This is an optimization exercise on Yosys and OpenROAD, whose aim is small area, a short achievable clock period and few clock cycles per item, not a production implementation. The RTL was checked by simulation tests, not by an equivalence proof against the original design. Power figures rest on the tool's default switching activity, not on a simulated workload.

Setup of run A:
Design conv_requant_packer, start of the top module:
module conv_requant_packer #(
  parameter int DATA_WIDTH = 8,
  parameter int ACC_WIDTH  = 32,
  parameter int BUS_WIDTH  = 128,
  parameter int ADDR_WIDTH = 18
) (
  input  logic                  clk,
  input  logic                  rst,
  input  logic                  start,
  input  logic [ADDR_WIDTH-1:0] cfg_base_addr,
  input  logic [15:0]           cfg_scale,
  input  logic [4:0]            cfg_shift,
  input  logic [1:0]            cfg_act_mode,
  input  logic [DATA_WIDTH-1:0] cfg_clip_max,
  output logic                  busy,
  output logic                  done,
  input  logic                  in_valid,
  output logic                  in_ready,
  input  logic [ACC_WIDTH-1:0]  in_acc,
  input  logic [ACC_WIDTH-1:0]  in_bias,
  input  logic                  in_last,
  output logic                  out_valid,
  input  logic                  out_ready,
  output logic [ADDR_WIDTH-1:0] out_addr,
  output logic [BUS_WIDTH-1:0]  out_data,
  output logic                  out_last,
  output logic [15:0]           sat_count
);
Size: ~3000 cells after synthesis.
==> flow/config.mk <==
export PLATFORM = sky130hd
export DESIGN_NAME = conv_requant_packer
export DESIGN_NICKNAME = conv_requant_packer
export VERILOG_FILES = /design/flow/design.v
export SDC_FILE = /design/flow/constraint.sdc
export NUM_CORES = 4
export LEC_CHECK = 0
export ABC_AREA = 1
export CAP_MARGIN = 20
export CORE_MARGIN = 2
export CORE_UTILIZATION = 40
export SETUP_SLACK_MARGIN = 3.7
export SLEW_MARGIN = 20
export SYNTH_HIERARCHICAL = 1
export SYNTH_MINIMUM_KEEP_SIZE = 0
==> flow/constraint.sdc <==
create_clock -name core_clock -period 7.5 [get_ports {clk}]
set_input_delay 1.5000 -clock core_clock [delete_from_list [all_inputs] [get_ports {clk}]]
set_output_delay 1.5000 -clock core_clock [all_outputs]
set_load 0.01 [all_outputs]
standard.sh (not shown) runs the stock make flow with config.mk's settings and CLKGATE_MAP_FILE= SYNTH_SCRIPT=/design/flow/synth_recipe.tcl, a recipe that flattens the netlist after the stock synthesis.
==> flow/flow/run.sh <==
#!/bin/bash
set -euo pipefail
export BUFFER_PORTS_ARGS="-buffer_cell sky130_fd_sc_hd__buf_1"
bash standard.sh "BUFFER_PORTS_ARGS=$BUFFER_PORTS_ARGS" finish > flow_make.log 2>&1
The flow did not stop early for run A: all stages ran, and the layout cleared the timing, DRC and antenna checks.
Testbench counts of run A, summed over its fixed seeds: cycles 9,535, items 9,247.
What run B does differently from run A at the input level:
Settings: SETUP_SLACK_MARGIN: 3.7 -> 3.9.
Results
Run B against run A: final core utilization increased 1.3 points; area added between synthesis and finish increased 3.3 points; combinational share of power increased 1.1 points; area of the multi-input gates increased about 1.2%.
Compared to run A, run B has fmax about 4% higher.
Summary: with run A as the reference, cell count in run B moved up slightly.
Run B: number of antenna violations at the first check in global routing is 1 higher than what run A reported.

* * *

conv_requant_packer, a different RTL version from the one above (not shown whole).
For scale: about 3,000 cells after synthesis, ~350 flip-flops, about 290 I/O pins.
==> flow/config.mk <==
export PLATFORM = sky130hd
export DESIGN_NAME = conv_requant_packer
export DESIGN_NICKNAME = conv_requant_packer
export VERILOG_FILES = /design/flow/design.v
export SDC_FILE = /design/flow/constraint.sdc
export NUM_CORES = 4
export LEC_CHECK = 0
export ABC_AREA = 1
export CAP_MARGIN = 20
export CORE_MARGIN = 2
export CORE_UTILIZATION = 40
export PLACE_DENSITY = 0.75
export SETUP_SLACK_MARGIN = 3.8
export SLEW_MARGIN = 20
export SYNTH_HIERARCHICAL = 1
export SYNTH_MINIMUM_KEEP_SIZE = 0
==> flow/constraint.sdc <==
create_clock -name core_clock -period 7.5 [get_ports {clk}]
set_input_delay 1.5000 -clock core_clock [delete_from_list [all_inputs] [get_ports {clk}]]
set_output_delay 1.5000 -clock core_clock [all_outputs]
set_load 0.01 [all_outputs]
Scripts as last shown in full above: flow/flow/run.sh
The baseline passed the timing, DRC and antenna checks.
Testbench counts at the start, summed over its fixed seeds: cycles 9,487, items 9,247.
Then changed:
--- a/flow/config.mk
+++ b/flow/config.mk
@@ -10,4 +10,5 @@
 export CORE_MARGIN = 2
 export CORE_UTILIZATION = 40
+export GPL_ROUTABILITY_DRIVEN = 0
 export PLACE_DENSITY = 0.75
 export SETUP_SLACK_MARGIN = 3.8
The new run finished clean.
First-iteration DRC count goes up by roughly a tenth.
Final area is higher slightly.
Worst setup slack gains 0.0053 ns.
Via count rose slightly.
Final cell count barely changes.
Maximum frequency barely changes.
Count of clock-buffer cells in the layout increases by 1.
Then changed:
--- a/flow/config.mk
+++ b/flow/config.mk
@@ -10,6 +10,5 @@
 export CORE_MARGIN = 2
 export CORE_UTILIZATION = 40
-export GPL_ROUTABILITY_DRIVEN = 0
-export PLACE_DENSITY = 0.75
+export PLACE_DENSITY = 0.9
 export SETUP_SLACK_MARGIN = 3.8
 export SLEW_MARGIN = 20
After rerunning:
- clock power decreases by about 8%
- total power increases by 3.2%
- die area is unchanged
- hold slack is worse by 0.028 ns
- clock skew increases by 0.013 ns
- synthesized area is unchanged
- setup slack is worse by 0.10 ns
- final area barely changes
- non-clock buffer count increases by 4
Then changed:
--- a/flow/config.mk
+++ b/flow/config.mk
@@ -10,6 +10,5 @@
 export CORE_MARGIN = 2
 export CORE_UTILIZATION = 40
-export PLACE_DENSITY = 0.9
-export SETUP_SLACK_MARGIN = 3.8
+export SETUP_SLACK_MARGIN = 3.6
 export SLEW_MARGIN = 20
 export SYNTH_HIERARCHICAL = 1
Global-route usage is higher by 0.42 points; clock power is higher by roughly a tenth; synthesized cell count stays the same; fmax is lower by a few percent.
Then changed:
--- a/flow/config.mk
+++ b/flow/config.mk
@@ -10,5 +10,6 @@
 export CORE_MARGIN = 2
 export CORE_UTILIZATION = 40
-export SETUP_SLACK_MARGIN = 3.6
+export GPL_ROUTABILITY_DRIVEN = 0
+export SETUP_SLACK_MARGIN = 3.8
 export SLEW_MARGIN = 20
 export SYNTH_HIERARCHICAL = 1
What happened: Worst setup slack is better by 0.22 ns. Wire length goes up by 0.62%. Cell area goes up by 2.3%. First-iteration DRC count goes up by 0.38%. Global-route usage is about the same.
Then changed:
--- a/flow/config.mk
+++ b/flow/config.mk
@@ -10,5 +10,4 @@
 export CORE_MARGIN = 2
 export CORE_UTILIZATION = 40
-export GPL_ROUTABILITY_DRIVEN = 0
 export SETUP_SLACK_MARGIN = 3.8
 export SLEW_MARGIN = 20
Register-to-register slack got worse by 0.02 ns.
Maximum frequency goes down by 0.51%.
Routed wire length goes up by about 1.2%.
Area after synthesis is unchanged.
Sequential share of layout area stays flat.
Global-route usage grows by 0.21 points.
Power decreases by 2.0%.

re-timing with driven ports:
The results above use ideal ports. As a check the final layouts listed here were re-extracted and re-timed, cells and wires unchanged. Step 1: set_driving_cell puts a clkbuf_16 on clk and a buf_2 on each other input, an assumption about the parent block. Step 2, shift: input delay + t, output delay - t, t = (earliest + latest rising clock arrival at the registers) / 2. This alone moves slack from input paths to output paths. a / b / c = ideal ports / drivers / drivers and shift; a / b = the first two.
run | t, ns | slack for setup (ns) | cell pins on the clock port's net
run A | 0.650 | 3.790 / 3.790 / 3.790 | 1
run B | 0.659 | 3.928 / 3.928 / 3.786 | 1
the first run of note 2 | 0.631 | 3.822 / 3.822 / 3.471 | 1
the second run of note 2 | 0.645 | 3.827 / 3.810 / 3.424 | 1
the third run of note 2 | 0.617 | 3.724 / 3.724 / 3.460 | 1
the fourth run of note 2 | 0.632 | 3.636 / 3.636 / 3.398 | 1
the fifth run of note 2 | 0.637 | 3.856 / 3.829 / 3.486 | 1
the sixth run of note 2 | 0.632 | 3.838 / 3.838 / 3.490 | 1
After both steps setup and hold are still met in every run listed. The setup slack of the second run of note 2, which loses most, moves by -0.017 ns with the drivers and by -0.403 ns with both steps.
